Background: an optimization exercise with open tools, aiming at small area, a short achievable clock period and few clock cycles per item. Do not read the settings as production practice. RTL that was checked went through simulation tests only; none was proved equivalent to the original. Only the layout flow was run in runs 1 and 4; the RTL was not checked for function there. Power is estimated from default activity; no workload was simulated.

[flow/design.v]
`default_nettype none
package cwu_pkg;
    localparam int SEG_W      = 16;
    localparam int THRESH_W   = 32;
    localparam int TMO_CFG_W  = 24;
    localparam int CFG_DATA_W = 32;
    localparam int CFG_IDX_W  = 2;
    localparam int OUT_WIN_W  = 32;
    localparam int OUT_TMO_W  = 24;
    localparam int SQ_W       = 2 * SEG_W;
    localparam int DIV_STEPS  = SQ_W;
    localparam int CNT_W      = $clog2(DIV_STEPS);
    localparam logic [SEG_W-1:0]     SEG_RESET    = 16'd1000;
    localparam logic [THRESH_W-1:0]  THRESH_RESET = 32'd64000;
    localparam logic [TMO_CFG_W-1:0] CEIL_RESET   = 24'hFF_FFFF;
    localparam int                   INIT_TMO     = 1000;
    localparam logic OP_TIMEOUT = 1'b0;
    localparam logic OP_ACK     = 1'b1;
    typedef enum logic [CFG_IDX_W-1:0] {
        REG_SEGMENT_SIZE = 2'd0,
        REG_SSTHRESH     = 2'd1,
        REG_INIT_TIMEOUT = 2'd2,
        REG_CEILING      = 2'd3
    } cfg_reg_t;
    typedef struct packed {
        logic accept;
        logic square;
        logic div_step;
        logic commit;
    } cwu_cmd_t;
    typedef struct packed {
        logic need_div;
        logic out_free;
    } cwu_status_t;
endpackage
`default_nettype wire
`default_nettype none
module tcp_congestion_window_update #(
    parameter int WINDOW_BITS  = 32,
    parameter int TIMEOUT_BITS = 24
) (
    input  wire logic                             clk,
    input  wire logic                             rst_n,
    input  wire logic                             cfg_write,
    input  wire logic [cwu_pkg::CFG_IDX_W-1:0]    cfg_index,
    input  wire logic [cwu_pkg::CFG_DATA_W-1:0]   cfg_data,
    input  wire logic                             in_valid,
    output logic                                  in_ready,
    input  wire logic                             operation,
    input  wire logic                             new_data_acked,
    output logic                                  out_valid,
    input  wire logic                             out_ready,
    output logic [cwu_pkg::OUT_WIN_W-1:0]         window,
    output logic [cwu_pkg::OUT_TMO_W-1:0]         timeout_value,
    output logic                                  retransmit,
    output logic                                  restart_timer,
    output logic                                  in_avoidance
);
    localparam logic [1:0] ST_IDLE = 2'd0;
    localparam logic [1:0] ST_DIV  = 2'd1;    
    localparam logic [1:0] ST_FIN  = 2'd2;    
    logic [15:0] seg_reg;
    logic [31:0] thr_reg;
    logic [23:0] ceil_reg;
    logic [31:0] sq_reg;
    logic        sq_busy;
    logic [4:0]  sq_cnt;       
    logic        sq_bit;       
    logic [31:0] win_reg;
    logic [23:0] tmo_reg;
    logic        ov_reg;
    logic        rex_reg;
    logic        avo_reg;
    logic        f0v, f0op, f0nd;
    logic        f1v, f1op, f1nd;
    logic [1:0]  st;
    logic [32:0] rem_reg;      
    logic [31:0] q_reg;
    logic [4:0]  j_reg;        
    logic        nb_reg;       
    logic [4:0]  mm_reg;       
    logic        qz_reg;       
    logic        stale_reg;    
    logic        stale2_reg;   
    logic [5:0]  ql_reg;       
    logic        qlv_reg;      
    logic [4:0]  mme_reg;      
    logic        qze_reg;      
    logic [5:0]  qlen;
    logic        avoid;
    logic        free;
    logic        push;
    logic        head_div;
    logic [4:0]  msb_w;
    logic [4:0]  msb_s;
    logic [5:0]  kdiff;
    logic [31:0] rem_init;
    logic [4:0]  psel;
    logic        nb_next;
    logic        sub1;
    logic [32:0] y1;
    logic        qb1;
    logic        sq_clear;
    logic [32:0] bx;
    logic [32:0] add_s;
    logic [31:0] win_sat;
    logic [24:0] tmo_dbl;
    logic [23:0] tmo_new;
    logic        pop;
    logic        commit_nd;    
    logic        commit_fin;   
    logic        start;        
    logic        load_start;
    logic        is_to, is_ss, is_dz;
    assign avoid    = win_reg >= thr_reg;
    assign free     = !ov_reg || out_ready;
    assign push     = in_valid && !f1v;
    assign head_div = f0op && f0nd;
    always_comb begin
        msb_w = '0;
        msb_s = '0;
        for (int i = 0; i < 32; i++) begin
            if (win_reg[i]) msb_w = i[4:0];
            if (sq_reg[i])  msb_s = i[4:0];
        end
    end
    assign kdiff = {1'b0, msb_s} - {1'b0, msb_w};
    always_comb begin
        qlen = '0;
        for (int i = 0; i < 32; i++)
            if (q_reg[i]) qlen = 6'(i + 1);
    end
    assign rem_init = sq_busy ? 32'd0 : (sq_reg >> 1) >> mme_reg;
    assign psel     = (st == ST_DIV) ? j_reg - 5'd1 : mme_reg;
    assign nb_next  = sq_reg[psel];
    assign sq_clear = sq_busy && sq_cnt[4];
    assign sub1 = !rem_reg[32] && !sq_busy;
    assign bx   = sq_busy ? (sq_bit ? {17'd0, seg_reg} : 33'd0) : ({1'b0, win_reg} ^ {33{sub1}});
    assign y1   = {rem_reg[31:0], nb_reg} + bx + {32'd0, sub1};
    assign qb1  = !y1[32];
    assign add_s   = {1'b0, win_reg} + {1'b0, q_reg};
    assign win_sat = add_s[32] ? 32'hFFFF_FFFF : add_s[31:0];
    assign tmo_dbl = {tmo_reg, 1'b0};
    assign tmo_new = (tmo_dbl > {1'b0, ceil_reg}) ? ceil_reg : tmo_dbl[23:0];
    assign is_to  = !f0op;
    assign is_ss  = head_div && !avoid;
    assign is_dz  = head_div && avoid && (qze_reg || win_reg == '0);   
    always_comb begin
        commit_nd  = 1'b0;
        commit_fin = 1'b0;
        start      = 1'b0;
        if (st == ST_FIN) begin
            commit_fin = free;
            start      = free && f0v && head_div && !qze_reg && !stale_reg && !stale2_reg && !sq_busy;
        end else if (st == ST_IDLE && f0v) begin
            if (head_div && avoid && !is_dz)
                start = !stale_reg && !stale2_reg && !sq_busy;
            else
                commit_nd = free && !(is_dz && (stale_reg || stale2_reg || sq_busy));
        end
    end
    assign pop        = commit_nd || start;
    assign load_start = (st == ST_IDLE) || (st == ST_FIN && free);
    always_ff @(posedge clk or negedge rst_n) begin
        if (!rst_n) begin
            seg_reg   <= 16'd1000;
            thr_reg   <= 32'd64000;
            ceil_reg  <= 24'hFF_FFFF;
            sq_busy   <= 1'b1;        
            sq_cnt    <= 5'd16;
            win_reg   <= 32'd1000;
            tmo_reg   <= 24'd1000;
            ov_reg    <= 1'b0;
            f0v       <= 1'b0;
            f1v       <= 1'b0;
            st        <= ST_IDLE;
            stale_reg <= 1'b1;
            stale2_reg <= 1'b1;
            qlv_reg   <= 1'b0;
        end else begin
            if (cfg_write) begin
                case (cfg_index)
                    2'd0: begin
                        seg_reg <= cfg_data[15:0];
                        sq_busy <= 1'b1;
                        sq_cnt  <= 5'd16;
                    end
                    2'd1: thr_reg  <= cfg_data;
                    2'd3: ceil_reg <= cfg_data[23:0];
                    default: ;
                endcase
            end
            if (sq_busy && !(cfg_write && cfg_index == 2'd0)) begin
                sq_cnt <= sq_cnt - 5'd1;
                if (sq_cnt == 5'd0)
                    sq_busy <= 1'b0;
            end
            if (pop) begin
                f0v <= f1v || push;
                f1v <= 1'b0;
            end else if (push) begin
                if (f0v) f1v <= 1'b1;
                else     f0v <= 1'b1;
            end
            if (commit_nd || commit_fin)
                ov_reg <= 1'b1;
            else if (out_ready)
                ov_reg <= 1'b0;
            if (commit_fin) begin
                win_reg <= win_sat;
            end else if (commit_nd) begin
                if (is_to) begin
                    win_reg <= {16'd0, seg_reg};
                    tmo_reg <= tmo_new;
                end else if (is_ss) begin
                    win_reg <= win_sat;
                end else if (is_dz && win_reg == '0) begin
                    win_reg <= 32'hFFFF_FFFF;
                end
            end
            stale_reg  <= (commit_nd && is_to) || sq_busy;
            stale2_reg <= stale_reg;
            if ((commit_nd && is_to) || sq_busy)
                qlv_reg <= 1'b0;
            else if (commit_fin)
                qlv_reg <= 1'b1;
            if (start)
                st <= ST_DIV;
            else if (commit_fin)
                st <= ST_IDLE;
            else if (st == ST_DIV && j_reg == 5'd0)
                st <= ST_FIN;
        end
    end
    always_ff @(posedge clk) begin
        sq_bit <= seg_reg[4'(sq_cnt - 5'd1)];
        if (sq_busy && sq_cnt == 5'd0 && !(cfg_write && cfg_index == 2'd0))
            sq_reg <= y1[31:0];
        mm_reg <= kdiff[4:0];
        qz_reg <= kdiff[5] || (sq_reg == '0);
        if (commit_fin)
            ql_reg <= qlen;
        if (qlv_reg && {1'b0, mm_reg} >= ql_reg) begin
            mme_reg <= 5'(ql_reg - 6'd1);
            qze_reg <= qz_reg || (ql_reg == 6'd0);
        end else begin
            mme_reg <= mm_reg;
            qze_reg <= qz_reg;
        end
        if (pop) begin
            f0op <= f1v ? f1op : operation;
            f0nd <= f1v ? f1nd : new_data_acked;
        end else if (push && !f0v) begin
            f0op <= operation;
            f0nd <= new_data_acked;
        end
        if (push && f0v && !pop) begin
            f1op <= operation;
            f1nd <= new_data_acked;
        end
        if (commit_nd) begin
            rex_reg <= is_to;
            avo_reg <= avoid;
        end else if (commit_fin) begin
            rex_reg <= 1'b0;
            avo_reg <= 1'b1;
        end
        if (st == ST_DIV || (sq_busy && !sq_clear)) begin
            rem_reg <= y1;
            j_reg   <= j_reg - 5'd1;
        end else begin
            rem_reg <= {1'b0, rem_init};
            j_reg   <= mme_reg;
        end
        nb_reg <= nb_next && !sq_busy;
        if (st == ST_DIV)
            q_reg <= {q_reg[30:0], qb1};
        else if (start)
            q_reg <= '0;
        else if (load_start)
            q_reg <= {16'd0, seg_reg};
    end
    assign in_ready      = !f1v;
    assign out_valid     = ov_reg;
    assign window        = win_reg;
    assign timeout_value = tmo_reg;
    assign retransmit    = rex_reg;
    assign restart_timer = rex_reg;
    assign in_avoidance  = avo_reg;
endmodule
`default_nettype wire
[flow/flow/run.sh]
#!/bin/bash
# Standard layout, with plain buffers (not delay cells) on the ports.
set -e
export BUFFER_PORTS_ARGS="-buffer_cell sky130_fd_sc_hd__buf_2"
bash standard.sh > standard.log 2>&1
[flow/standard.sh]
#!/bin/bash
# synth_recipe.tcl (not shown) runs the flow's synth.tcl, then flattens the netlist and writes it again
# the make line also repeats each setting of config.mk as NAME=value (left out here)
make -C /OpenROAD-flow-scripts/flow DESIGN_CONFIG=/design/flow/config.mk WORK_HOME=/design/flow/orfs CLKGATE_MAP_FILE= SYNTH_SCRIPT=/design/flow/synth_recipe.tcl "${@:-finish}"
[flow/config.mk]
export PLATFORM = sky130hd
export DESIGN_NAME = tcp_congestion_window_update
export DESIGN_NICKNAME = tcp_congestion_window_update
export VERILOG_FILES = /design/flow/design.v
export SDC_FILE = /design/flow/constraint.sdc
export NUM_CORES = 4
export LEC_CHECK = 0
export CAP_MARGIN = 20
export CORE_MARGIN = 2
export CORE_UTILIZATION = 40
export SETUP_SLACK_MARGIN = 5.0
export SLEW_MARGIN = 20
[flow/constraint.sdc]
create_clock -name core_clock -period 8.5 [get_ports {clk}]
set_input_delay 1.7000 -clock core_clock [delete_from_list [all_inputs] [get_ports {clk}]]
set_output_delay 1.7000 -clock core_clock [all_outputs]
set_load 0.01 [all_outputs]
==> results of run 1 <==
[worst paths after layout]
| kind | cells after the start | end | slack, ps |
|---|---|---|---|
| min | 0 | stale2_reg | 370 |
| max | 16 | q_reg[0] | 4890 |
| max reg2reg | 16 | q_reg[0] | 4890 |
| min reg2reg | 0 | stale2_reg | 370 |
| max in group asynchronous | 2 | win_reg[1] | 5930 |
| min in group asynchronous | 1 | thr_reg[27] | 1210 |
[synthesized netlist by cell type (all sizes together), types with 38 or more instances]
cell type,n,area (um2)
xor2,58,508
nand2,159,599
clkbuf,65,244
edfxtp,76,2280
mux2,80,912
nor2,185,694
mux2i,58,581
xnor2,39,342
dfstp,52,1370
dfrtp,90,2250
o21ai,121,621
a211oi,38,285
inv,121,454
ha,133,1660
a21oi,170,877
dfxtp,52,1040
[critical path, stage by stage, from the launching register on]
cell and delay, ps:
dfstp_4 640, and2_4 170, nand2_2 60, o21ai_2 80, fa_2 240, inv_2 50, fa_2 350, nor2b_2 160
o31a_1 220, o311ai_4 120, a211oi_2 240, and3b_1 200, nand2b_4 150, o31ai_4 240, o221ai_2 150, xor2_1 190
o22ai_1 110
[per-stage QoR]
stage	total power, mW	cells	instance area, um2
finish	4.94	2704	21400
global route	5.21	2704	21400
CTS	4.88	2679	21000
detailed placement	3.30	2597	19500
global placement	3.28	2597	19500
floorplan	2.91	1960	18500
[placed cells by master, fill, tap and decap left out, types with 8 or more instances in the layout]
cell,synthesis,routed
o211ai_1,11,11
nor2b_1,21,18
o21ai_0,113,100
inv_1,121,119
buf_2,4,100
nor2_1,185,182
edfxtp_1,76,76
mux2_2,77,77
nand2b_1,19,18
o22ai_1,21,21
a21oi_1,167,163
clkbuf_16,0,36
buf_4,1,52
a31oi_1,17,16
xnor2_1,39,37
dfxtp_1,52,51
o31ai_1,12,8
and2_1,32,31
a22o_1,16,16
and3_1,16,16
dfrtp_1,90,80
nand4_1,14,14
o21bai_1,12,12
a211oi_1,38,34
dfstp_2,52,51
nor3_1,36,34
nor4_1,18,14
mux4_2,23,23
o21ai_1,4,9
ha_1,133,125
xor2_1,58,58
nand3_1,30,30
nand2_1,158,156
a21o_1,35,35
o21ai_2,4,11
dfrtp_2,0,10
o21a_1,13,13
mux2i_1,58,58
[logic make-up after synthesis]
family,after synthesis
simple gates,573
compound gates,520
flops,270
buf+inv,202
mux,161
fa+ha+maj,137
xor+xnor,97
[timing repair]
item,4_1_cts,5_1_grt
hold buffers,0,0
setup endpoints to repair,89,62
pin swaps,22,24
gates cloned,2,2
resized for setup,41,39
setup buffers,18,23
[final cells by class]
class	count	area, um2	share of cell area
sequential	270	6960	0.326
clock buffer	45	953	0.0447
clock inverter	17	178	0.00832
multi-input combinational	1491	11000	0.517
timing repair buffer	160	1020	0.0476
inverter	121	458	0.0214
tap	600	751	0.0352
[layer usage]
metal	GRT usage	vias to the layer above	wire, um
met5	0	-	0
li1	-	7372	-
met1	0.309	7646	24500
met2	0.378	412	26000
met4	0.0644	0	1340
met3	0.0370	89	2900
[power breakdown]
| group | switching, mW | internal [mW] | leakage [nW] |
|---|---|---|---|
| Combinational | 0.962 | 0.736 | 6.03 |
| Clock | 0.616 | 0.864 | 0.558 |
| Sequential | 0.178 | 1.59 | 2.74 |
| Total | 1.76 | 3.19 | 9.32 |
==> metrics.md, run 1 <==
| Metric | Value |
|---|---|
| Post-synthesis sequential area ratio | `0.378` |
| Final worst setup slack | `4890 ps` |
| RSZ-0062 raised after global routing | `yes` |
| # setup viols final | `0` |
| Ant diodes | `0` |
| Main combinational cell family by area after synthesis | `compound AO/OA/AOI/OAI gates` |
| Net Count, Synth | `2138` |
| Maximum clock path buffer count | `3` |
| Nets | `2256` |
| DRC | `0` |
| Initial antenna violation count | `0` |
| Min Tclk post-route | `3610 ps` |
| Status | `finished clean` |
| EDFF count, synth | `76` |
| GRT overflow | `0` |
| Detailed-route wire length | `54.7 mm` |
| #FFs+latches synth | `270` |
| Initial cell density of the core | `0.405` |
| First-pass GRT wire length | `85.7 mm` |
| Final Hold Viols | `0` |
| CTS root buf | `clkbuf_16` |
| Layout cells sized above 1 | `0.223` |
| Area Overhead vs Synth | `16.3%` |
| Vias | `15500` |
| H-tree depth | `2` |
| Largest net degree at the start of global routing | `79` |
| Max_cap viols | `0` |
| Peak Freq | `277 MHz` |
| Place WS | `4010 ps` |
| Gate Count Post-Synth | `1960` |
| Tot GR Track Use | `0.229` |
| Mux contribution to synthesized area | `0.109` |
| Relative slew slack | `0.282` |
| Drt initial violations | `1009` |
| Max-slew violations | `0` |
| Drt pass-1 iters | `5` |
| Ys Warns | `1` |
| Area share of fa/ha/maj cells after synthesis | `0.0950` |
| Syn_area_per_cell | `9.37 um2` |
| Fin crit share | `0.425` |
| Dpl hpwl | `38.3 mm` |
| Vias per std cell | `5.74` |
| DRT antenna net count | `0` |
| Clock transition at the registers of the reported paths | `60 ps` |
| Num CTS Buffers | `34` |
| Final RePlAce weighted congestion | `0.901` |
| Flip-flop count of the largest register after layout | `33` |
| I/O Pins | `102` |
| Count of different cell masters after synthesis | `90` |
| Row count | `78` |
| Crit path from | `sq_busy` |
| Critical-path maximum fanout | `4` |
| Clock latency on the worst-skew pair | `560 ps` |
| Post-synthesis simple-gate area fraction | `0.148` |
| Clock sink total | `270` |
| Die W | `218 um` |
| Final Core Density | `0.470` |
| Power Density | `231 nW/um2` |
| Worst min-delay path startpoint | `stale_reg` |
| Kind of critical path | `reg -> reg` |
| Core area | `45400 um2` |
| Die footprint | `47600 um2` |
| Vias in the first global route | `15100` |
| R2R Path Start | `sq_busy` |
| Slew @ Worst Pin | `1070 ps` |
| Worst Path Required | `8780 ps` |
| Setup TNS | `0 ps` |
| Worst vdd ir | `0.150 mV` |
| Async SR Flop Fraction | `0.526` |
| Critical path endpoint category | `register` |
| Buffers on Ports | `101` |
| Top_reg_cell synth | `dfrtp_1` |
| Worst Clk Skew | `33.0 ps` |
| HP Class | `reg -> reg` |
| Data arrival time of the critical path | `3900 ps` |
| CTS tree | `done` |
| Synth Area in XOR/XNOR | `0.0463` |
| Mapped Area | `18400 um2` |
| Startpoint Class | `register` |
| Post-DR wirelength/cell | `20.2 um` |
| Pleak | `9.32 nW` |
| Fill count | `4260` |
| Die Y | `218 um` |
| Compound-Gate Fraction of Synth Area | `0.181` |
| Hold WS | `369 ps` |
==> inputs of run 2 (changes only) <==
--- a/flow/design.v
+++ b/flow/design.v
@@ -59,14 +59,20 @@
     localparam logic [1:0] ST_IDLE = 2'd0;
     localparam logic [1:0] ST_DIV  = 2'd1;    
     localparam logic [1:0] ST_FIN  = 2'd2;    
+    logic [15:0] seg_x;    
     logic [15:0] seg_reg;
+    logic [31:0] thr_x;    
     logic [31:0] thr_reg;
+    logic [23:0] ceil_x;    
     logic [23:0] ceil_reg;
     logic [31:0] sq_reg;
+    logic        sq_done;      
     logic        sq_busy;
     logic [4:0]  sq_cnt;       
     logic        sq_bit;       
+    logic [31:0] win_x;    
     logic [31:0] win_reg;
+    logic [23:0] tmo_x;    
     logic [23:0] tmo_reg;
     logic        ov_reg;
     logic        rex_reg;
@@ -87,6 +93,11 @@
     logic [4:0]  mme_reg;      
     logic        qze_reg;      
     logic [5:0]  qlen;
+    assign tmo_reg = tmo_x ^ 24'd1000;
+    assign win_reg = win_x ^ 32'd1000;
+    assign ceil_reg = ceil_x ^ 24'hFF_FFFF;
+    assign thr_reg = thr_x ^ 32'd64000;
+    assign seg_reg = seg_x ^ 16'd1000;
     logic        avoid;
     logic        free;
     logic        push;
@@ -110,6 +121,7 @@
     logic        commit_nd;    
     logic        commit_fin;   
     logic        start;        
+    logic        pop2;         
     logic        load_start;
     logic        is_to, is_ss, is_dz;
     assign avoid    = win_reg >= thr_reg;
@@ -130,6 +142,7 @@
         for (int i = 0; i < 32; i++)
             if (q_reg[i]) qlen = 6'(i + 1);
     end
+    assign sq_busy  = !sq_done;
     assign rem_init = sq_busy ? 32'd0 : (sq_reg >> 1) >> mme_reg;
     assign psel     = (st == ST_DIV) ? j_reg - 5'd1 : mme_reg;
     assign nb_next  = sq_reg[psel];
@@ -158,18 +171,22 @@
             else
                 commit_nd = free && !(is_dz && (stale_reg || stale2_reg || sq_busy));
         end
+        pop2 = (st == ST_IDLE) && f0v && f0op && !f0nd && f1v && f1op && f1nd && avoid
+               && !qze_reg && (win_reg != '0) && !stale_reg && !stale2_reg && !sq_busy && free;
+        if (pop2)
+            start = 1'b1;
     end
     assign pop        = commit_nd || start;
     assign load_start = (st == ST_IDLE) || (st == ST_FIN && free);
     always_ff @(posedge clk or negedge rst_n) begin
         if (!rst_n) begin
-            seg_reg   <= 16'd1000;
-            thr_reg   <= 32'd64000;
-            ceil_reg  <= 24'hFF_FFFF;
-            sq_busy   <= 1'b1;        
+            seg_x <= '0;
+            thr_x <= '0;
+            ceil_x <= '0;
+            sq_done   <= 1'b0;        
             sq_cnt    <= 5'd16;
-            win_reg   <= 32'd1000;
-            tmo_reg   <= 24'd1000;
+            win_x <= '0;
+            tmo_x <= '0;
             ov_reg    <= 1'b0;
             f0v       <= 1'b0;
             f1v       <= 1'b0;
@@ -181,21 +198,24 @@
             if (cfg_write) begin
                 case (cfg_index)
                     2'd0: begin
-                        seg_reg <= cfg_data[15:0];
-                        sq_busy <= 1'b1;
+                        seg_x <= (cfg_data[15:0]) ^ 16'd1000;
+                        sq_done <= 1'b0;
                         sq_cnt  <= 5'd16;
                     end
-                    2'd1: thr_reg  <= cfg_data;
-                    2'd3: ceil_reg <= cfg_data[23:0];
+                    2'd1: thr_x <= (cfg_data) ^ 32'd64000;
+                    2'd3: ceil_x <= (cfg_data[23:0]) ^ 24'hFF_FFFF;
                     default: ;
                 endcase
             end
             if (sq_busy && !(cfg_write && cfg_index == 2'd0)) begin
                 sq_cnt <= sq_cnt - 5'd1;
                 if (sq_cnt == 5'd0)
-                    sq_busy <= 1'b0;
+                    sq_done <= 1'b1;
             end
-            if (pop) begin
+            if (pop2) begin
+                f0v <= 1'b0;
+                f1v <= 1'b0;
+            end else if (pop) begin
                 f0v <= f1v || push;
                 f1v <= 1'b0;
             end else if (push) begin
@@ -207,15 +227,15 @@
             else if (out_ready)
                 ov_reg <= 1'b0;
             if (commit_fin) begin
-                win_reg <= win_sat;
+                win_x <= (win_sat) ^ 32'd1000;
             end else if (commit_nd) begin
                 if (is_to) begin
-                    win_reg <= {16'd0, seg_reg};
-                    tmo_reg <= tmo_new;
+                    win_x <= ({16'd0, seg_reg}) ^ 32'd1000;
+                    tmo_x <= (tmo_new) ^ 24'd1000;
                 end else if (is_ss) begin
-                    win_reg <= win_sat;
+                    win_x <= (win_sat) ^ 32'd1000;
                 end else if (is_dz && win_reg == '0) begin
-                    win_reg <= 32'hFFFF_FFFF;
+                    win_x <= (32'hFFFF_FFFF) ^ 32'd1000;
                 end
             end
             stale_reg  <= (commit_nd && is_to) || sq_busy;
--- a/flow/config.mk
+++ b/flow/config.mk
@@ -8,5 +8,5 @@
 export CAP_MARGIN = 20
 export CORE_MARGIN = 2
 export CORE_UTILIZATION = 40
-export SETUP_SLACK_MARGIN = 5.0
+export SETUP_SLACK_MARGIN = 4.7
 export SLEW_MARGIN = 20
==> run 2 against run 1 <==
Still clean on timing, DRC and antenna. Clock skew fell by 23 ps. Worst setup slack got worse by 170 ps. Critical path depth rose by 1. Sequential share of layout area rose by 0.79 points. Critical path type unchanged. Critical endpoint unchanged.
==> metrics.md, run 2 <==
| Metric | Value |
|---|---|
| Status | `finished clean` |
| Max-slew violations | `0` |
| Gate Count Post-Synth | `2020` |
| EDFF count, synth | `76` |
| Peak Freq | `264 MHz` |
| H-tree depth | `1` |
| Mapped Area | `18500 um2` |
| RSZ-0062 raised after global routing | `yes` |
| CTS root buf | `clkbuf_16` |
| Most frequent cells in the layout | `nand2_1, nor2_1, a21oi_1` |
| Vias | `15500` |
| Die footprint | `48100 um2` |
| Area Overhead vs Synth | `11.3%` |
| Nets | `2230` |
| Final RePlAce weighted congestion | `0.928` |
| Max_cap viols | `0` |
| Met1 Wirelength | `25.5 mm` |
| Cts hold-fix bufs | `0` |
| Net Count, Synth | `2198` |
| Clock transition at the registers of the reported paths | `70 ps` |
| Vias in the first global route | `14900` |
| Post-DR wirelength/cell | `21.2 um` |
| Die W | `219 um` |
| Ys Warns | `1` |
| Worst vdd ir | `0.190 mV` |
| Count of different cell masters after synthesis | `91` |
| Critical-path maximum fanout | `18` |
| Maximum clock path buffer count | `3` |
| Most common cell after layout, fill and taps aside | `nand2_1` |
| Placed Instances | `2610` |
| Top cell type's share of synthesized area | `0.188` |
| GRT overflow | `0` |
| Ant diodes | `0` |
| Critical path endpoint category | `register` |
| Final worst setup slack | `4720 ps` |
| Power Density | `417 nW/um2` |
| Fin cells | `2677` |
| Post-synthesis sequential area ratio | `0.371` |
| Pleak | `9.27 nW` |
| Min Tclk post-route | `3780 ps` |
| Clock sink total | `270` |
| Drt pass-1 iters | `6` |
| HP Class | `reg -> reg` |
| Layout cells sized above 1 | `0.151` |
| Flip-flop count of the largest register after layout | `33` |
| # setup viols final | `0` |
| Die Y | `219 um` |
| Detailed-route wire length | `56.8 mm` |
| #FFs+latches synth | `270` |
| Met2 WL | `26.2 mm` |
| Vias per std cell | `5.80` |
| Drt initial violations | `1344` |
| Buffers on Ports | `101` |
| DRT antenna net count | `0` |
| Setup TNS | `0 ps` |
| Final Core Density | `0.453` |
| Slew @ Worst Pin | `1090 ps` |
| Met3 wire length | `2.93 mm` |
| First-pass GRT wire length | `87.1 mm` |
| Core area | `45600 um2` |
| Place WS | `3820 ps` |
| Top_reg_cell synth | `dfrtp_1` |
| Relative slew slack | `0.272` |
| Most common cell in the synthesized netlist | `nand2_1` |
| Tot GR Track Use | `0.233` |
| Final Hold Viols | `0` |
| CTS tree | `done` |
| Clock latency on the worst-skew pair | `590 ps` |
| Worst Clk Skew | `9.93 ps` |
| Initial antenna violation count | `0` |
| Dpl hpwl | `41.8 mm` |
| Startpoint Class | `register` |
| DRC | `0` |
| Area leader, netlist | `dfrtp_1` |
| Synth area leaders | `dfrtp_1, edfxtp_1, ha_1` |
| Kind of critical path | `reg -> reg` |
| Data arrival time of the critical path | `4090 ps` |
| Async SR Flop Fraction | `0.526` |
| Most frequent cells after synthesis | `nand2_1, nor2_1, a21oi_1, dfrtp_1, ha_1` |
| Largest net degree at the start of global routing | `82` |
| Syn_area_per_cell | `9.18 um2` |
| Initial cell density of the core | `0.407` |
| Row count | `78` |
| I/O Pins | `102` |
| Num CTS Buffers | `31` |
| Fin crit share | `0.445` |
| DR top layer | `met4` |
| Worst Path Required | `8810 ps` |
## run 2: cell count changes in the layout (fill, tap and decap cells not counted), sizes merged, moves of 16 or more
| cell | before | now |
|---|---|---|
| mux2 | 80 | 52 |
| dfrtp | 90 | 139 |
| inv | 124 | 103 |
| a21oi | 170 | 143 |
| nand3 | 30 | 57 |
| buf | 159 | 124 |
| a21o | 35 | 51 |
| nand2 | 159 | 196 |
| o21ai | 122 | 147 |
| dfstp | 52 | 3 |
## run 2: report_power, final
part | switching (mW) | total (mW) | leakage (nW) | internal (mW)
clock network | 0.579 | 1.39 | 0.513 | 0.813
logic | 2.82 | 4.75 | 5.83 | 1.93
registers | 0.611 | 2.45 | 2.93 | 1.84
total | 4.01 | 8.60 | 9.27 | 4.58
## run 2: worst paths after layout
check | from | endpoint | cells after the start | slack [ps]
max in group asynchronous | rst_n | ov_reg | 2 | 5940
min in group asynchronous | rst_n | tmo_x[22] | 1 | 1180
min reg2reg | stale_reg | stale2_reg | 0 | 380
max reg2reg | sq_done | q_reg[0] | 17 | 4720
min | stale_reg | stale2_reg | 0 | 380
max | sq_done | q_reg[0] | 17 | 4720
## run 2: area by class of cell
| class | count | area [um2] |
|---|---|---|
| flip-flops and latches | 270 | 6890 |
| clock inverters | 20 | 230 |
| fillers | 4393 | 24900 |
| repair buffers | 124 | 717 |
| well taps | 600 | 751 |
| clock buffers | 38 | 822 |
| inverters | 102 | 394 |
| multi-input cells | 1523 | 10800 |
## run 2: cell families (layout without fill, tap and decap cells)
logic type,after synthesis,count (layout),share of synthesized area
AND/OR/NAND/NOR,606,606,0.153
buffers and inverters,229,284,0.0561
multiplexers,121,121,0.0864
flip-flops,270,270,0.371
AO/OA/AOI/OAI,558,560,0.193
adder cells (fa/ha/maj),137,137,0.0941
XOR/XNOR,99,99,0.0468
## run 2: critical path, stage by stage (launching register included)
cell and delay, ps:
dfrtp_2 460, buf_12 180, nor2b_4 230, nand2_1 100, o21ai_2 100, fa_2 270, inv_1 70, fa_2 350
nor2b_1 160, o31a_1 250, o211ai_1 100, buf_4 180, a21oi_1 150, nor2_1 110, a211oi_1 260, o22ai_1 140
xor2_2 270, o22ai_1 120
## run 2: what timing repair did
action	CTS	global route
cloned	1	1
pin swaps	2	7
setup buffers	3	3
endpoints found under the setup margin	78	40
resized for setup	12	30
## run 2: per-stage QoR
step	instance area [um2]	hold WS (ps)	total power [mW]
finish	20600	383	8.60
global placement	19300	368	6.92
detailed placement	19300	366	6.99
floorplan	18600	361	5.69
global route	20600	385	9.19
CTS	20500	382	8.46
## run 2: metal layers
layer	vias up	track usage
li1	7390	-
met1	7601	0.317
met2	434	0.379
met3	111	0.0273
met4	0	0.0867
met5	-	0
Testbench counts of run 2, summed over its fixed seeds: cycles 22,012, items 4,800.
==> inputs of run 3 (changes only) <==
--- a/flow/config.mk
+++ b/flow/config.mk
@@ -8,5 +8,5 @@
 export CAP_MARGIN = 20
 export CORE_MARGIN = 2
 export CORE_UTILIZATION = 40
-export SETUP_SLACK_MARGIN = 4.7
+export SETUP_SLACK_MARGIN = 5.0
 export SLEW_MARGIN = 20
==> run 3 against run 2 <==
Still clean on timing, DRC and antenna. Cell count up 1.2%. Wire length is 0.82% lower. First-iteration DRC count decreased by 6.3%. Clock-buffer cell count fell by 3.
==> metrics.md, run 3 <==
| Metric | Value |
|---|---|
| Synth area leaders | `dfrtp_1, edfxtp_1, ha_1` |
| Fill count | `4353` |
| HP Class | `reg -> reg` |
| Most common cell after layout, fill and taps aside | `nand2_1` |
| Critical path endpoint category | `register` |
| Die footprint | `48100 um2` |
| Vias | `15500` |
| Register Area | `6900 um2` |
| H-tree depth | `1` |
| Gate Count Post-Synth | `2020` |
| Row count | `78` |
| Flip-flop count of the largest register after layout | `33` |
| I/O Pins | `102` |
| Drt pass-1 iters | `5` |
| Placed Instances | `2610` |
| Die Y | `219 um` |
| Area Overhead vs Synth | `13.5%` |
| #FFs+latches synth | `270` |
| Core area | `45600 um2` |
| Min Tclk post-route | `3420 ps` |
| CTS root buf | `clkbuf_16` |
| Vias per std cell | `5.74` |
| Most frequent cells after synthesis | `nand2_1, nor2_1, a21oi_1, dfrtp_1, ha_1` |
| Area taken by multi-input logic gates | `11000 um2` |
| Slew @ Worst Pin | `977 ps` |
| GRT overflow | `0` |
| Buffers on Ports | `101` |
| Largest net degree at the start of global routing | `91` |
| Most frequent cells in the layout | `nand2_1, nor2_1, a21oi_1` |
| Power, Total | `8.66 mW` |
| RSZ-0062 raised after global routing | `yes` |
| Worst Clk Skew | `13.0 ps` |
| Placed cell area | `19300 um2` |
| Met1 Use GR | `0.321` |
| Relative slew slack | `0.348` |
| Data arrival time of the critical path | `3880 ps` |
| CTS tree | `done` |
| Setup TNS | `0 ps` |
| Max_cap viols | `0` |
| Final Core Density | `0.462` |
| Family with the most delay on the worst path | `compound AO/OA/AOI/OAI gates` |
| Die W | `219 um` |
| Syn_area_per_cell | `9.18 um2` |
| First-pass GRT wire length | `87.4 mm` |
| Dpl hpwl | `41.2 mm` |
| Worst vdd ir | `0.175 mV` |
| # setup viols final | `0` |
| Met3 GRT Util | `0.0237` |
| Post-DR wirelength/cell | `20.8 um` |
| Post-synthesis sequential area ratio | `0.371` |
| Crit path buffers/inverters | `0` |
| DRC | `0` |
| Top cell type's share of synthesized area | `0.188` |
| Worst Path Required | `8960 ps` |
| Clock sink total | `270` |
| CP Cell Sequence | `xor2_1, o21ai_1, ha_2, a21o_1, a21o_1, a2111o_1, a211o_1, o221ai_4, o21ai_2, o211a_1, a311o_1, a32o_1` |
| Critical Path Max Stage Delay | `490 ps` |
| Tot GR Track Use | `0.233` |
| Most common cell in the synthesized netlist | `nand2_1` |
| Met2 global-route usage | `0.392` |
| Status | `finished clean` |
| Maximum clock path buffer count | `3` |
| Net Count, Synth | `2198` |
| Power Density | `412 nW/um2` |
| EDFF count, synth | `76` |
| Hold WS | `374 ps` |
| Crit-path slowest cell | `dfrtp_2` |
| Nets | `2262` |
| DRT antenna net count | `0` |
| Place WS | `3890 ps` |
| Startpoint Class | `register` |
| Kind of critical path | `reg -> reg` |
| Clock transition at the registers of the reported paths | `60 ps` |
| Ys Warns | `1` |
| Initial cell density of the core | `0.407` |
| Final RePlAce weighted congestion | `0.918` |
| Fin crit share | `0.402` |
| Vias in the first global route | `15100` |
| Grt peak-use layer | `met2` |
| Cts hold-fix bufs | `0` |
| Clock latency on the worst-skew pair | `580 ps` |
| Initial antenna violation count | `0` |
| Ant diodes | `0` |
| Max-slew violations | `0` |
| Drt initial violations | `1259` |
| Async SR Flop Fraction | `0.526` |
| Top_reg_cell synth | `dfrtp_1` |
| Post-Layout Inst Area | `21000 um2` |
| Area leader, netlist | `dfrtp_1` |
| Final Hold Viols | `0` |
| Num CTS Buffers | `30` |
| Count of different cell masters after synthesis | `91` |
| Fin cells | `2708` |
| Peak Freq | `292 MHz` |
| Mapped Area | `18500 um2` |
| Cell mode on critical path | `a21o_1` |
| Pleak | `9.40 nW` |
| Final worst setup slack | `5080 ps` |
| Layout cells sized above 1 | `0.186` |
| Critical-path maximum fanout | `8` |
| Detailed-route wire length | `56.3 mm` |
## run 3: path summary, 6_finish.rpt
kind | from | end | slack (ps) | depth (start not counted)
max | win_x[15] | rem_reg[29] | 5080 | 12
min | stale_reg | stale2_reg | 370 | 0
max reg2reg | win_x[15] | rem_reg[29] | 5080 | 12
min reg2reg | stale_reg | stale2_reg | 370 | 0
max in group asynchronous | rst_n | win_x[29] | 5950 | 2
min in group asynchronous | rst_n | tmo_x[21] | 1220 | 1
## run 3: cell type report
cell class                 instances  area share
clock buffer                      35      0.0376
clock inverter                    21     0.00820
sequential                       270       0.328
tap                              600      0.0357
timing repair inverter             1    0.000416
inverter                         102      0.0191
multi-input combinational       1523       0.525
timing repair buffer             156      0.0461
## run 3: kinds of logic (layout without fill, tap and decap cells)
logic type / count (synthesis) / count (layout) / share of synthesized area
simple gates: 606 / 606 / 0.153
compound gates: 558 / 560 / 0.193
mux: 121 / 121 / 0.0864
fa+ha+maj: 137 / 137 / 0.0941
buf+inv: 229 / 315 / 0.0561
xor+xnor: 99 / 99 / 0.0468
flops: 270 / 270 / 0.371
## run 3: layer usage
layer | share of wire | routed length [um]
met2 | 0.48 | 26900
met5 | 0 | 0
met1 | 0.45 | 25200
met4 | 0.021 | 1180
met3 | 0.053 | 2990
## run 3: what timing repair did
action,in CTS,in global routing
setup buffers,18,21
hold endpoints to repair,0,0
gates cloned,3,0
endpoints found under the setup margin,114,82
pin swaps,9,20
resized for setup,43,62
## run 3: where the power goes
part	switching [mW]	leakage [nW]	internal (mW)	total, mW
logic	2.87	6.02	2.04	4.91
clock network	0.558	0.458	0.726	1.28
registers	0.619	2.92	1.85	2.46
total	4.05	9.40	4.62	8.66
==> inputs of run 4 (changes only) <==
--- a/flow/design.v
+++ b/flow/design.v
@@ -88,6 +88,10 @@
     logic        qz_reg;       
     logic        stale_reg;    
     logic        stale2_reg;   
+    logic        stale3_reg;   
+    logic [4:0]  msbw_reg;     
+    logic [4:0]  msbs_reg;
+    logic        sqz_reg;      
     logic [5:0]  ql_reg;       
     logic        qlv_reg;      
     logic [4:0]  mme_reg;      
@@ -136,7 +140,7 @@
             if (sq_reg[i])  msb_s = i[4:0];
         end
     end
-    assign kdiff = {1'b0, msb_s} - {1'b0, msb_w};
+    assign kdiff = {1'b0, msbs_reg} - {1'b0, msbw_reg};
     always_comb begin
         qlen = '0;
         for (int i = 0; i < 32; i++)
@@ -164,15 +168,15 @@
         start      = 1'b0;
         if (st == ST_FIN) begin
             commit_fin = free;
-            start      = free && f0v && head_div && !qze_reg && !stale_reg && !stale2_reg && !sq_busy;
+            start      = free && f0v && head_div && !qze_reg && !stale_reg && !stale2_reg && !stale3_reg && !sq_busy;
         end else if (st == ST_IDLE && f0v) begin
             if (head_div && avoid && !is_dz)
-                start = !stale_reg && !stale2_reg && !sq_busy;
+                start = !stale_reg && !stale2_reg && !stale3_reg && !sq_busy;
             else
-                commit_nd = free && !(is_dz && (stale_reg || stale2_reg || sq_busy));
+                commit_nd = free && !(is_dz && (stale_reg || stale2_reg || stale3_reg || sq_busy));
         end
         pop2 = (st == ST_IDLE) && f0v && f0op && !f0nd && f1v && f1op && f1nd && avoid
-               && !qze_reg && (win_reg != '0) && !stale_reg && !stale2_reg && !sq_busy && free;
+               && !qze_reg && (win_reg != '0) && !stale_reg && !stale2_reg && !stale3_reg && !sq_busy && free;
         if (pop2)
             start = 1'b1;
     end
@@ -193,6 +197,7 @@
             st        <= ST_IDLE;
             stale_reg <= 1'b1;
             stale2_reg <= 1'b1;
+            stale3_reg <= 1'b1;
             qlv_reg   <= 1'b0;
         end else begin
             if (cfg_write) begin
@@ -240,6 +245,7 @@
             end
             stale_reg  <= (commit_nd && is_to) || sq_busy;
             stale2_reg <= stale_reg;
+            stale3_reg <= stale2_reg;
             if ((commit_nd && is_to) || sq_busy)
                 qlv_reg <= 1'b0;
             else if (commit_fin)
@@ -256,8 +262,11 @@
         sq_bit <= seg_reg[4'(sq_cnt - 5'd1)];
         if (sq_busy && sq_cnt == 5'd0 && !(cfg_write && cfg_index == 2'd0))
             sq_reg <= y1[31:0];
-        mm_reg <= kdiff[4:0];
-        qz_reg <= kdiff[5] || (sq_reg == '0);
+        msbw_reg <= msb_w;
+        msbs_reg <= msb_s;
+        sqz_reg  <= (sq_reg == '0);
+        mm_reg   <= kdiff[4:0];
+        qz_reg   <= kdiff[5] || sqz_reg;
         if (commit_fin)
             ql_reg <= qlen;
         if (qlv_reg && {1'b0, mm_reg} >= ql_reg) begin
==> run 4 against run 3 <==
Sequential power grew 4%. Core utilization is 0.72 points lower. Final area is 3.6% higher. Critical path type unchanged. Highest routed layer is now met5.
==> metrics.md, run 4 <==
| Metric | Value |
|---|---|
| Max-slew violations | `0` |
| Final Hold Viols | `0` |
| Power, Total | `8.78 mW` |
| Fin crit share | `0.399` |
| Top_reg_cell synth | `dfrtp_1` |
| Tot GR Track Use | `0.238` |
| First-pass GRT wire length | `93.1 mm` |
| I/O Pins | `102` |
| GRT overflow | `0` |
| Worst vdd ir | `0.186 mV` |
| Pleak | `9.65 nW` |
| Vias in the first global route | `16000` |
| Buffers on Ports | `101` |
| R2r setup slk | `5110 ps` |
| # setup viols final | `0` |
| #FFs+latches synth | `282` |
| Dpl hpwl | `43.5 mm` |
| Peak Freq | `295 MHz` |
| Max_cap viols | `0` |
| Die W | `225 um` |
| Data arrival time of the critical path | `3700 ps` |
| Area leader, netlist | `dfrtp_1` |
| Gate Count Post-Synth | `2116` |
| Post-DR wirelength/cell | `21.6 um` |
| Largest net degree at the start of global routing | `94` |
| Flip-flop count of the largest register after layout | `33` |
| Clock transition at the registers of the reported paths | `60 ps` |
| Kind of critical path | `reg -> reg` |
| Most frequent cells in the layout | `nand2_1, nor2_1, dfrtp_1` |
| Maximum clock path buffer count | `3` |
| Initial cell density of the core | `0.407` |
| Ant diodes | `0` |
| Drt initial violations | `1457` |
| CTS tree | `done` |
| Nets | `2330` |
| Placed Instances | `2714` |
| Die Y | `225 um` |
| Worst min-delay path startpoint | `stale2_reg` |
| Relative slew slack | `0.318` |
| Die footprint | `50600 um2` |
| Synth area leaders | `dfrtp_1, edfxtp_1, ha_1` |
| Post-synthesis sequential area ratio | `0.365` |
| DRT antenna net count | `0` |
| Min Tclk post-route | `3390 ps` |
| Critical-path maximum fanout | `11` |
| Register-to-Register Path Depth | `8` |
| Mapped Area | `19500 um2` |
| Layout cells sized above 1 | `0.154` |
| Hold Crit Depth | `0` |
| Ys Warns | `1` |
| Count of different cell masters after synthesis | `100` |
| Power Density | `403 nW/um2` |
| CTS root buf | `clkbuf_16` |
| Vias | `16500` |
| Clock sink total | `282` |
| Clock latency on the worst-skew pair | `560 ps` |
| Most common cell after layout, fill and taps aside | `nand2_1` |
| Syn_area_per_cell | `9.23 um2` |
| RSZ-0062 raised after global routing | `yes` |
| Async SR Flop Fraction | `0.507` |
| Most common cell in the synthesized netlist | `nand2_1` |
| Top cell type's share of synthesized area | `0.178` |
| Fin cells | `2794` |
| Final Core Density | `0.455` |
| Cts hold-fix bufs | `0` |
| Most frequent cells after synthesis | `nand2_1, nor2_1, dfrtp_1, ha_1, a21oi_1` |
| Num CTS Buffers | `35` |
| Worst Clk Skew | `29.3 ps` |
| HP Class | `reg -> reg` |
| Hold WS | `386 ps` |
| Vias per std cell | `5.92` |
| Area Overhead vs Synth | `11.6%` |
| Net Count, Synth | `2294` |
| Worst Path Required | `8800 ps` |
| Row count | `80` |
| WHS Endpoint | `stale3_reg` |
| Initial antenna violation count | `1` |
| R2R Path Start | `win_x[23]` |
| Slew @ Worst Pin | `1020 ps` |
| Setup TNS | `0 ps` |
| Critical path endpoint category | `register` |
| Drt pass-1 iters | `6` |
| Status | `finished clean` |
| Detailed-route wire length | `60.4 mm` |
| DRC | `0` |
| EDFF count, synth | `76` |
| Core area | `47900 um2` |
| Startpoint Class | `register` |
| R2r endpoint | `f0nd` |
| H-tree depth | `2` |
| Final RePlAce weighted congestion | `0.932` |
run 4: cell count changes after synthesis, moves of 16 or more:
| cell | change |
|---|---|
| inv_1 | +17 |
| o211ai_1 | +34 |
| nand2_1 | +17 |
| o22ai_1 | -17 |
| o21ai_1 | -16 |
| or4_1 | +17 |
run 4: layer usage:
metal,track usage,up-vias,wire (um)
met4,0.110,2,2900
met1,0.322,7987,26400
li1,-,7840,-
met2,0.374,565,27200
met5,0,-,13
met3,0.0375,151,3870
run 4: timing repair:
| action | 4_1_cts | 5_1_grt |
|---|---|---|
| endpoints found under the setup margin | 110 | 47 |
| pin swaps | 3 | 7 |
| buffers inserted | 4 | 9 |
| endpoints found under the hold margin | 0 | 0 |
| resized for setup | 24 | 20 |
| cloned | 2 | 0 |
run 4: final cells by class:
| class | count | area, um2 |
|---|---|---|
| clock buffer | 50 | 1000 |
| clock inverter | 14 | 190 |
| fill | 4610 | 26200 |
| inverter | 117 | 452 |
| multi-input combinational | 1583 | 11500 |
| sequential | 282 | 7140 |
| tap | 615 | 769 |
| timing repair buffer | 133 | 785 |
run 4: cells by family (layout without fill, tap and decap cells):
| group | Yosys count | after routing | synth area share |
|---|---|---|---|
| simple gates | 643 | 643 | 0.159 |
| compound gates | 602 | 604 | 0.208 |
| flops | 282 | 282 | 0.365 |
| buf+inv | 253 | 314 | 0.0591 |
| fa+ha+maj | 137 | 137 | 0.0893 |
| mux | 113 | 113 | 0.0804 |
| xor+xnor | 86 | 86 | 0.0386 |
run 4: power by group:
| group | internal, mW | switching, mW |
|---|---|---|
| registers | 1.89 | 0.674 |
| clock network | 0.948 | 0.622 |
| logic | 1.87 | 2.77 |
run 4: critical path, cell delays in order, from the launching register on:
cell     delay, ps
dfrtp_1        650
ha_1           450
nand3_1        120
o31ai_2        550
a31oi_1        140
a21o_1         320
a21oi_4        420
o21ai_2        170
mux2_4         320
run 4: worst max path at each step:
| stage | endpoint | slack, ps | cells past startpoint | start |
|---|---|---|---|---|
| global placement | q_reg[0] | 3570 | 13 | sq_done |
| finish | f0nd | 5110 | 8 | win_x[23] |
| detailed placement | q_reg[0] | 3460 | 13 | sq_done |
| floorplan | sq_reg[0] | 4880 | 3 | cfg_write |
| CTS | q_reg[0] | 4980 | 13 | sq_done |
| global route | rem_reg[30] | 4980 | 13 | sq_done |
run 4: through the flow:
step                setup slack [ps]  instance area, um2
CTS                             4980               21600
finish                          5110               21800
detailed placement              3460               20300
global placement                3570               20300
floorplan                       4880               19600
global route                    4980               21800

what the ideal ports hide:
How much do the figures lean on ideal ports? The routed layouts below were timed once more, with nothing changed but the port constraints. Step 1 sets driving cells, clkbuf_16 on the clock port and buf_2 on the other inputs (assumed; they add their load-dependent delay and slew). Step 2, shift: input delay + t, output delay - t, t = (earliest + latest rising clock arrival at the registers) / 2. This alone moves slack from input paths to output paths. a / b / c = ideal ports / drivers / drivers and shift; a / b = the first two.
| run | t (ns) | setup WS [ns] | clock arrival spread, ns | slew at the worst register clock pin (ns) | worst data-port slew with drivers (ns) |
|---|---|---|---|---|---|
| run 1 | 0.599 | 4.889 / 4.889 / 4.636 | 0.033 / 0.033 | 0.07 / 0.07 | 0.05 |
| run 2 | 0.630 | 4.718 / 4.718 / 4.271 | 0.010 / 0.010 | 0.07 / 0.07 | 0.06 |
| run 3 | 0.629 | 5.079 / 5.079 / 4.521 | 0.013 / 0.013 | 0.07 / 0.07 | 0.04 |
| run 4 | 0.606 | 5.105 / 5.105 / 4.666 | 0.032 / 0.032 | 0.07 / 0.07 | 0.04 |
After both steps every run listed still meets setup and hold. The setup slack of run 3, which loses most, moves by 0.000 ns with the drivers and by -0.558 ns with both steps.
